From an optimization exercise on the open Yosys and OpenROAD flow, aimed at small area; shortcuts taken in it are not production practice.
The RTL was checked by simulation tests, not by an equivalence proof against the original design.
Power figures rest on the tool's default switching activity, not on a simulated workload. The clock port is modelled as an ideal driver; clocking choices that lean on that would not hold on a real chip.

===== config.mk =====
export PLATFORM = sky130hd
export DESIGN_NAME = minhash_scheduler
export DESIGN_NICKNAME = minhash_scheduler
export VERILOG_FILES = /design/flow/design.v
export SDC_FILE = /design/flow/constraint.sdc
export NUM_CORES = 4
export LEC_CHECK = 0
export CAP_MARGIN = 20
export CORE_MARGIN = 2
export CORE_UTILIZATION = 40
export PLACE_DENSITY = 0.8
export SLEW_MARGIN = 20

===== constraint.sdc =====
create_clock -name core_clock -period 5.0 [get_ports {clk}]
set_input_delay 1.0000 -clock core_clock [delete_from_list [all_inputs] [get_ports {clk}]]
set_output_delay 1.0000 -clock core_clock [all_outputs]
set_load 0.01 [all_outputs]

===== design.v =====
`timescale 1ns/1ps
`default_nettype none
package minhash_pkg;
   localparam int NUM_HASH = 16;
   localparam int COEF_W   = 32;
   localparam int SIM_W    = 5;
   localparam int IDX_W    = 5;
   typedef enum logic [1:0] {
      ST_IDLE  = 2'd0,
      ST_ISSUE = 2'd1,
      ST_WAIT  = 2'd2,
      ST_DONE  = 2'd3
   } state_t;
endpackage
`default_nettype wire
`timescale 1ns/1ps
`default_nettype none
module minhash_coef_table #(
   parameter int NUM_HASH = 16,
   parameter int COEF_W   = 32
) (
   input  logic              clk,
   input  logic              rstN,
   input  logic              wr_en,
   input  logic [4:0]        wr_addr,
   input  logic [COEF_W-1:0] wr_a,
   input  logic [COEF_W-1:0] wr_b,
   input  logic [3:0]        rd_addr,
   output logic [COEF_W-1:0] rd_a,
   output logic [COEF_W-1:0] rd_b
);
   logic [COEF_W-1:0]   mem_a [NUM_HASH];
   logic [COEF_W-1:0]   mem_b [NUM_HASH];
   logic [NUM_HASH-1:0] valid;
   logic [NUM_HASH-1:0] wr_sel;
   logic [NUM_HASH-1:0] rd_sel;
   always_comb begin
      for (int i = 0; i < NUM_HASH; i++) begin
         wr_sel[i] = wr_en && (wr_addr == 5'(i));
         rd_sel[i] = valid[i] && (rd_addr == 4'(i));
      end
   end
   always_ff @(posedge clk) begin
      for (int i = 0; i < NUM_HASH; i++) begin
         if (wr_sel[i]) begin
            mem_a[i] <= wr_a;
            mem_b[i] <= wr_b;
         end
      end
   end
   always_ff @(posedge clk) begin
      if (rstN) valid <= '0;
      else      valid <= valid | wr_sel;
   end
   logic [COEF_W-1:0] ga [4];
   logic [COEF_W-1:0] gb [4];
   always_comb begin
      for (int g = 0; g < 4; g++) begin
         ga[g] = '0; gb[g] = '0;
         for (int e = 0; e < 4; e++) begin
            ga[g] = ga[g] | (mem_a[4*g+e] & {COEF_W{rd_sel[4*g+e]}});
            gb[g] = gb[g] | (mem_b[4*g+e] & {COEF_W{rd_sel[4*g+e]}});
         end
      end
      rd_a = (ga[0] | ga[1]) | (ga[2] | ga[3]);
      rd_b = (gb[0] | gb[1]) | (gb[2] | gb[3]);
   end
endmodule
`default_nettype wire
`timescale 1ns/1ps
`default_nettype none
module minhash_scheduler #(
   parameter int NUM_HASH = minhash_pkg::NUM_HASH,
   parameter int COEF_W   = minhash_pkg::COEF_W
) (
   input  logic                          clk,
   input  logic                          rstN,
   input  logic                          start,
   input  logic                          coefWrEn,
   input  logic [4:0]                    coefWrAddr,
   input  logic [COEF_W-1:0]             coefWrA,
   input  logic [COEF_W-1:0]             coefWrB,
   output logic [COEF_W-1:0]             randA,
   output logic [COEF_W-1:0]             randB,
   output logic                          hashValid,
   input  logic                          dpReady,
   input  logic                          matchValid,
   input  logic                          matchBit,
   output logic                          busy,
   output logic                          done,
   output logic [minhash_pkg::SIM_W-1:0] jaccardSimilarity
);
   logic [3:0] issue_idx;
   logic [3:0] result_cnt;    
   logic [3:0] match_cnt;     
   logic [4:0] match_next;
   logic       run;
   logic       count_result;
   logic       last_result;
   assign run          = busy && !done;
   assign count_result = run && matchValid;
   assign last_result  = count_result && (result_cnt == 4'd15);
   assign match_next   = {1'b0, match_cnt} + {4'd0, matchBit};
   minhash_coef_table #(
      .NUM_HASH (NUM_HASH),
      .COEF_W   (COEF_W)
   ) u_table (
      .clk     (clk),
      .rstN    (rstN),
      .wr_en   (coefWrEn && !busy),
      .wr_addr (coefWrAddr),
      .wr_a    (coefWrA),
      .wr_b    (coefWrB),
      .rd_addr (issue_idx),
      .rd_a    (randA),
      .rd_b    (randB)
   );
   always_ff @(posedge clk) begin
      if (rstN) begin
         busy              <= 1'b0;
         done              <= 1'b0;
         hashValid         <= 1'b0;
         result_cnt        <= '0;
         match_cnt         <= '0;
         jaccardSimilarity <= '0;
      end else begin
         if (!busy) begin
            if (start) begin
               busy      <= 1'b1;
               hashValid <= 1'b1;
            end
         end else if (done) begin
            busy <= 1'b0;
            done <= 1'b0;
         end else begin
            if (hashValid && dpReady && (issue_idx == 4'd15))
               hashValid <= 1'b0;
            if (count_result) begin
               result_cnt <= result_cnt + 4'd1;
               match_cnt  <= match_next[3:0];
            end
            if (last_result) begin
               hashValid         <= 1'b0;
               done              <= 1'b1;
               match_cnt         <= '0;
               jaccardSimilarity <= match_next;
            end
         end
      end
   end
   always_ff @(posedge clk) begin
      if (!busy)
         issue_idx <= '0;
      else if (hashValid && dpReady)
         issue_idx <= issue_idx + 4'd1;
   end
endmodule
`default_nettype wire

===== flow/run.sh =====
#!/bin/bash
# Standard layout with three changes:
#  - synthesis maps logic with an area-recovering ABC script (flow/area.abc)
#    instead of ORFS's speed script; everything else in the synthesis,
#    including synth_recipe.tcl's flatten and rename, is unchanged;
#  - the port buffers are the smallest buffer (sky130_fd_sc_hd__buf_1);
#  - the clock tree uses larger sink clusters without dummy loads.
set -euo pipefail
W=$(pwd)
sed 's#log_cmd abc {\*}$abc_args#log_cmd abc {*}[lreplace $abc_args 1 1 '"$W"'/flow/area.abc]#' \
  "$FLOW_HOME/scripts/synth.tcl" > "$W/flow_synth.tcl"
grep -q 'flow/area.abc' "$W/flow_synth.tcl"
sed "s#\$::env(SCRIPTS_DIR)/synth.tcl#$W/flow_synth.tcl#" synth_recipe.tcl > "$W/flow_synth_recipe.tcl"
grep -q 'flow_synth.tcl' "$W/flow_synth_recipe.tcl"
bash standard.sh \
  SYNTH_SCRIPT="$W/flow_synth_recipe.tcl" \
  BUFFER_PORTS_ARGS="-buffer_cell sky130_fd_sc_hd__buf_1" \
  CTS_ARGS="-sink_clustering_enable -repair_clock_nets -buf_list sky130_fd_sc_hd__clkbuf_16 -sink_clustering_size 34 -sink_clustering_max_diameter 90 -dont_use_dummy_load" \
  finish > standard_flow.log 2>&1

===== flow/area.abc =====
&get -n
&st
&syn2
&dch
&nf -R 1000
&put

===== standard.sh =====
#!/bin/bash
# synth_recipe.tcl (not shown) runs the flow's synth.tcl, then flattens the netlist and writes it again
# the make line also repeats each setting of config.mk as NAME=value (left out here)
make -C /OpenROAD-flow-scripts/flow DESIGN_CONFIG=/design/flow/config.mk WORK_HOME=/design/flow/orfs CLKGATE_MAP_FILE= SYNTH_SCRIPT=/design/flow/synth_recipe.tcl "${@:-finish}"

==> results by group, run 1 <==
Status
  – Status: timing/DRC/antenna clean

CTS
  – Worst-path clk slew: 0.08 ns
  – Clock latency at the later pin of the worst-skew pair: 0.62 ns
  – Clk sinks: 1060
  – Num CTS Buffers: 40
  – TritonCTS clock tree: yes
  – Post_cts resized: 0
  – Root Driver: clkbuf_16
  – H-Tree Depth: 2
  – Setup bufs post-CTS: 0
  – Hold buffers post-CTS: 0
  – Clk buf depth: 3

GRT
  – Global-route usage over all layers: 18.61%
  – Largest net degree at the start of global routing: 66
  – Number of global-route vias before repair: 20300
  – Grt total ovfl: 0
  – First-pass GRT wire length: 131100 um
  – Initial antenna violation count: 24

Job
  – Max-cap violations: 0

Power
  – Seq pwr share: between 70% and 80%
  – Clock power share: 27.5%
  – Power Internal: 11260 uW
  – Comb power frac: 1.6%
  – LEAKAGE: 0.01188 uW
  – VDD IR max: roughly 230 uV
  – Sw Share: 18.53%
  – Net Switching: 2562 uW
  – Design Power: roughly 14000 uW
  – Power per standard cell area: 339.0 nW/um2

Timing
  – Rel. slew slack: 22.47%
  – FMAX: between 200 and 250 MHz
  – Final setup fails: 0
  – Clk_skew: 0.09408 ns
  – Final hold vios: 0
  – Final Slew Violations: 0
  – Pin slew with the least headroom to its limit: between 1 and 1.5 ns
  – Minimum clock period: 4.349 ns
  – RSZ-0062 raised after global routing: no
  – TNS Setup: 0 ns
  – Period utilisation layout: between 80% and 90%

Synth
  – Cell count after synthesis: 1827
  – Cell variety after synth: 27
  – Ys flop type: edfxtp_1
  – Ys async rst share: 0%
  – Synth warnings: 6
  – Flops & latches, synth: between 1000 and 1500
  – Register area share after synthesis: roughly 85%
  – Post-synth EDFFs: 1024
  – Mapped Area: 36970 um2
  – Syn_area_per_cell: 20.23 um2
  – Mapped Nets: around 1900

Critical path
  – Worst r2r src: busy$_SDFF_PP0_
  – Crit. End Element: output port
  – Crit-path cells: nor2b_1 -> and3_4 -> buf_4 -> a22o_1 -> a221oi_1 -> and3_1 -> nand4_1 -> buf_1
  – Req. time, crit path: 4.00 ns
  – CP Launch Point: issue_idx[2]$_SDFFE_PN0N_
  – Crit path DAT: between 3 and 4 ns
  – Worst setup path class: register to output port
  – CP max-delay cell: and3_4
  – CP delay by family, top: simple AND/OR/NAND/NOR gates
  – Crit-path max cell delay: 0.90 ns
  – Critical Path Source Type: register
  – CP Max Fanout: 52
  – Worst Path Buf+Inv: 2

Floorplanning
  – Std-Cell Rows: 111
  – Die W: 308.0 um
  – Core Region: 91660 um2
  – Initial Utilization: around two fifths
  – I/O pin cnt: 148
  – Die area: 94860 um2
  – Die Height: 308.0 um

Placement
  – Placer Congestion: 0.7477
  – I/O Buffers: 147
  – Post-DP HPWL: 48540 um

Worst hold path
  – HP Class: register to register
  – Worst Hold Launch: done$_SDFFE_PP0P_

Routing
  – Final WL: 91040 um
  – Via count: 20330
  – DR WL/cell: 28.03 um
  – ANT nets after route: 0
  – DRC: 0
  – DRT iter0 DRCs: 3663
  – Via-to-Cell Ratio: between 6 and 7
  – Total iterations of the first detailed-routing run: 9

Finish
  – Most common cell after layout, fill and taps aside: edfxtp_1
  – Most frequent cells in the layout: edfxtp_1 (1024), a222oi_1 (153), buf_1 (147)
  – Layout net count: 2143
  – Share of layout cells above drive strength 1: 5.637%
  – Area Overhead vs Synth: 10.33%
==> state kept, by name (all words and copies together) (netlist names) <==
| signal | count |
|---|---|
| u_table.mem_a | 512 |
| u_table.mem_b | 512 |
| u_table.valid | 16 |
| jaccardSimilarity | 5 |
| issue_idx | 4 |
| match_cnt | 4 |
| result_cnt | 4 |
| busy | 1 |
| done | 1 |
| hashValid | 1 |
==> cell families (layout without fill, tap and decap cells) <==
group / after synthesis / count (layout) / synth area share (%)
and+or+nand+nor: 351 / 351 / 4.820
buffers and inverters: 3 / 234 / 0.03046
AOI/OAI and AO/OA: 402 / 402 / 9.684
DFF: 1060 / 1060 / 85.13
xor gates and xnor gates: 4 / 4 / 0.09479
other: 0 / 4 / 0
adders and majority gates: 7 / 7 / 0.2369
==> metrics by stage <==
| step | instance area [um2] | util (%) | cells | setup slack (ns) | hold slack, ns |
|---|---|---|---|---|---|
| 4_1_cts | 40770 | 44.48 | 3244 | 0.6523 | 0.4898 |
| 3_5_place_dp | 39770 | 43.39 | 3204 | 1.295 | 0.4725 |
| 6_report | 40780 | 44.49 | 3248 | 0.6505 | 0.4876 |
| 5_1_grt | 40780 | 44.49 | 3246 | 0.5391 | 0.5208 |
| 3_3_place_gp | 39770 | 43.39 | 3204 | 1.367 | 0.4560 |
| 2_1_floorplan | 36990 | - | 1827 | 0.2253 | 0.4318 |
==> Yosys cell counts, types with 7 or more instances <==
library cell	n	area share [%]
edfxtp_1	1024	83
a222oi_1	153	4.1
nand2_1	111	1.1
a221oi_1	85	2.0
a22o_1	85	2.0
nor2_1	66	0.67
a22oi_1	65	1.3
nand4_1	65	1.1
and3_1	64	1.1
dfxtp_1	36	1.9
and4_1	18	0.43
nor3_1	11	0.15
a21oi_1	9	0.12
ha_1	7	0.24
==> path summary, 6_finish.rpt <==
check / cells past startpoint / slack [ns] / end
worst max register to register: 4 / 2.02 / u_table.mem_b[13][5]$_DFFE_PP_
worst min register to register: 2 / 0.49 / done$_SDFFE_PP0P_
worst max-delay path: 8 / 0.65 / randB[17]
worst min-delay path: 2 / 0.49 / done$_SDFFE_PP0P_
==> area by class of cell <==
| type | instances | area, um2 |
|---|---|---|
| fill | 7460 | 50880 |
| sequential | 1060 | 31470 |
| multi-input combinational | 764 | 5699 |
| tap | 1186 | 1484 |
| timing repair buffer | 191 | 1107 |
| clock buffer | 40 | 1001 |
| inverter | 3 | 11.26 |
| antenna | 4 | 10.01 |
==> metal layers <==
metal | share of wire, % | up-vias | GRT usage, %
met2 | 49 | 1372 | 31.42
met3 | 11 | 178 | 4.666
met4 | 2.3 | 38 | 5.162
met1 | 37 | 10290 | 23.90
li1 | - | 8452 | -
met5 | 0.27 | - | 0
==> worst min-delay path, cell delays in order (launching register included) <==
cell	delay, ns
dfxtp_1	0.32
nand2_1	0.06
a21oi_1	0.06
==> power by group through the flow <==
stage,registers (uW),logic (uW),clock network (uW)
6_report,9800,223,3800
2_1_floorplan,10000,43.8,0
5_1_grt,9800,244,4080
3_3_place_gp,9990,202,0
4_1_cts,9800,221,3810
3_5_place_dp,10000,221,0
==> run 2, diff against run 1 <==
--- a/flow/run.sh
+++ b/flow/run.sh
@@ -6,3 +6,4 @@
 #  - the port buffers are the smallest buffer (sky130_fd_sc_hd__buf_1);
-#  - the clock tree uses larger sink clusters without dummy loads.
+#  - the clock tree uses larger sink clusters without dummy loads;
+#  - placement-time repair may not use buf_8, buf_12 or buf_16.
 set -euo pipefail
@@ -18,2 +19,4 @@
   CTS_ARGS="-sink_clustering_enable -repair_clock_nets -buf_list sky130_fd_sc_hd__clkbuf_16 -sink_clustering_size 34 -sink_clustering_max_diameter 90 -dont_use_dummy_load" \
+  PRE_GLOBAL_PLACE_TCL="$W/flow/no_big_buf.tcl" \
+  PRE_RESIZE_TCL="$W/flow/no_big_buf.tcl" \
   finish > standard_flow.log 2>&1
==> flow/no_big_buf.tcl (new file) <==
# Keep placement-time repair to the smaller buffers.
set_dont_use [get_lib_cells {sky130_fd_sc_hd__buf_8 sky130_fd_sc_hd__buf_12 sky130_fd_sc_hd__buf_16}]
==> run 2 against run 1 <==
Net effect:
- cell area shrank 0.18%
- first-iteration DRC count shrank 6.0%
- critical path type unchanged
- synthesized cell count unchanged
- total power grew 0.20%
- clock-buffer cell count stayed put
- clock power barely moved
- non-clock buffer count grew 53
- fmax down 1.3%
- critical path depth shrank 1
==> results by group, run 2 <==
Timing
  – Final Slew Violations: 0
  – Pin slew with the least headroom to its limit: 1.062 ns
  – Clk_skew: 0.1143 ns
  – Hold_ws: 0.4782 ns
  – Period utilisation layout: ~90%
  – RSZ-0062 raised after global routing: no
  – Minimum clock period: 4.406 ns
  – FMAX: 227.0 MHz
  – Rel. slew slack: 29.06%
  – Final hold vios: 0
  – TNS Setup: 0 ns
  – Final setup fails: 0

Floorplanning
  – Die W: 308.0 um
  – Std-Cell Rows: 111
  – Core Region: 91660 um2
  – Initial Utilization: 40.33%
  – Die area: ~95000 um2
  – I/O pin cnt: 148
  – Die Height: 308.0 um

Synth
  – Register area share after synthesis: between 80% and 90%
  – Most common cell in the netlist: edfxtp_1
  – Ys async rst share: 0%
  – Mapped Nets: 1910
  – Most common library cells after synthesis: edfxtp_1 (1024), a222oi_1 (153), nand2_1 (111)
  – Ys flop type: edfxtp_1
  – Post-synth EDFFs: 1024
  – Syn_area_per_cell: 20.23 um2
  – Cell variety after synth: 27
  – Area leader, netlist: edfxtp_1
  – Flops & latches, synth: 1060
  – Top cells by area, synth: edfxtp_1 (83%), a222oi_1 (4.1%), a221oi_1 (2.0%)
  – Yosys top cell area share: 83.18%
  – Synth warnings: 6
  – Mapped Area: between 30000 and 40000 um2
  – Cell count after synthesis: between 1500 and 2000

Finish
  – Layout net count: between 2000 and 2500
  – Final instance area: ~40000 um2
  – Area Overhead vs Synth: 10.13%
  – Share of layout cells above drive strength 1: between 8 and 9%
  – Biggest regs: u_table.mem_a (512), u_table.mem_b (512), u_table.valid (16)
  – Most frequent cells in the layout: edfxtp_1 (1024), a222oi_1 (153), buf_1 (147)
  – Most common cell after layout, fill and taps aside: edfxtp_1
  – Number of fill cells: 7508

GRT
  – Initial antenna violation count: 16
  – Grt total ovfl: 0
  – Global-route usage over all layers: roughly 18%
  – Largest net degree at the start of global routing: 65
  – First-pass GRT wire length: ~130000 um
  – Number of global-route vias before repair: between 20000 and 25000

CTS
  – Root Driver: clkbuf_16
  – TritonCTS clock tree: yes
  – Clk sinks: 1060
  – Worst-path clk slew: 0.11 ns
  – Clock latency at the later pin of the worst-skew pair: about 0.63 ns
  – Hold buffers post-CTS: 0
  – Post_cts resized: 0
  – Clk buf depth: 3
  – Setup bufs post-CTS: 0
  – H-Tree Depth: 2
  – Num CTS Buffers: 40

Power
  – Power per standard cell area: 340.2 nW/um2
  – VDD IR max: ~230 uV
  – LEAKAGE: 0.01213 uW

Placement
  – Placed Area: 39700 um2
  – Post-DP HPWL: 54740 um
  – Placer Congestion: 0.8105
  – I/O Buffers: 147

Routing
  – DRC: 0
  – Total iterations of the first detailed-routing run: 7
  – DR WL/cell: 27.31 um
  – DRT iter0 DRCs: between 3000 and 4000
  – Via count: 20460
  – Via-to-Cell Ratio: 6.200
  – ANT nets after route: 0
  – Final WL: 90130 um

Status
  – Status: timing/DRC/antenna clean

Job
  – Max-cap violations: 0

Worst hold path
  – Hold path depth: 2
  – Worst hold path endpoint: issue_idx[0]$_SDFFE_PN0N_
  – Worst Hold Launch: busy$_SDFF_PP0_
  – HP Class: register to register

Critical path
  – Worst setup path class: register to output port
  – Worst Path Buf+Inv: 2
  – Stages on the worst setup path: 7
  – Critical Path Source Type: register
  – Req. time, crit path: 4.00 ns
  – CP delay by family, top: simple AND/OR/NAND/NOR gates
  – Crit path DAT: 3.41 ns
  – CP max-delay cell: and3_4
  – Worst r2r src: busy$_SDFF_PP0_
  – CP Max Fanout: 47
  – Crit. End Element: output port
  – Crit-path cells: nor2b_1 -> and3_4 -> buf_2 -> a222oi_1 -> and3_1 -> nand4_1 -> buf_1
  – Reg2reg path depth: 4
  – Reg2Reg Setup Slack: between 1.5 and 2 ns
  – FF-to-FF End: u_table.mem_a[10][8]$_DFFE_PP_
  – Crit-path max cell delay: 0.70 ns
  – CP Launch Point: issue_idx[2]$_SDFFE_PN0N_
[run 2: power by group]
group	total [uW]	internal [uW]	switching [uW]	leakage (uW)
Clock	3820	1450	2370	0.000493
Combinational	229	30.0	199	0.00213
Sequential	9800	9780	18.8	0.00951
[run 2: per-layer routing]
metal,GRT usage (%),up-vias,wire [um]
li1,-,8549,-
met1,24.16,10420,33330
met2,30.77,1287,44060
met3,4.418,182,10090
met4,5.241,28,2465
met5,0,-,178
[run 2: metrics by stage]
stage / power [uW] / util (%) / setup slack [ns] / instances
2_1_floorplan: 10040 / - / 0.2253 / 1827
3_3_place_gp: 10200 / 43.31 / 1.097 / 3257
3_5_place_dp: 10230 / 43.31 / 1.014 / 3257
4_1_cts: 13880 / 44.40 / 0.5494 / 3297
5_1_grt: 14150 / 44.41 / 0.4527 / 3299
6_report: 13850 / 44.41 / 0.5944 / 3300
[run 2: how the worst max path moves through the flow]
stage                                                end  slack, ns
final                                          randA[22]       0.59
after global routing                           randA[27]       0.45
after CTS                                      randA[16]       0.55
after detailed placement  u_table.mem_b[10][1]$_DFFE_PP_       1.01
after global placement    u_table.mem_b[4][10]$_DFFE_PP_       1.10
after floorplan            u_table.mem_a[1][0]$_DFFE_PP_       0.23
[run 2: kinds of logic after synthesis]
kind of cell / Yosys count / share of synthesized area (%)
xor gates and xnor gates: 4 / 0.09479
AOI/OAI and AO/OA: 402 / 9.684
DFF: 1060 / 85.13
and+or+nand+nor: 351 / 4.820
adders and majority gates: 7 / 0.2369
buffers and inverters: 3 / 0.03046
[run 2: worst min-delay path: cells and delay by family, from the launching register on]
family | cells | cell delay [ns]
AOI/OAI and AO/OA | 1 | 0.04
and+or+nand+nor | 1 | 0.09
DFF | 1 | 0.40
[run 2: cell type report]
class,instances,area [um2],share of cell area [%]
Sequential cell,1060,31470,77.30
Antenna cell,3,7.507,0.01844
Timing Repair Buffer,244,1037,2.548
Multi-Input combinational cell,764,5699,14.00
Tap cell,1186,1484,3.645
Inverter,3,11.26,0.02766
Clock buffer,40,1001,2.459

-- re-timing with driven ports --
How much do the figures lean on ideal ports? The routed layouts below were timed once more, with nothing changed but the port constraints. Step 1: set_driving_cell puts a clkbuf_16 on clk and a buf_2 on each other input, an assumption about the parent block. Step 2 adds t to the input delays and takes it off the output delays; t is the mean of the earliest and latest rising clock arrival at the registers after step 1. Input paths then give back, and output paths get back, about the clock's delay inside the block. Slacks: no drivers / after step 1 / after step 2; pairs: no drivers / after step 1.
run	t, ns	setup slack, ns	worst data-port slew with drivers (ns)
run 1	0.631	0.651 / 0.589 / 1.220	0.15
run 2	0.637	0.594 / 0.534 / 0.812	0.15
After both steps setup and hold are still met in every run listed.
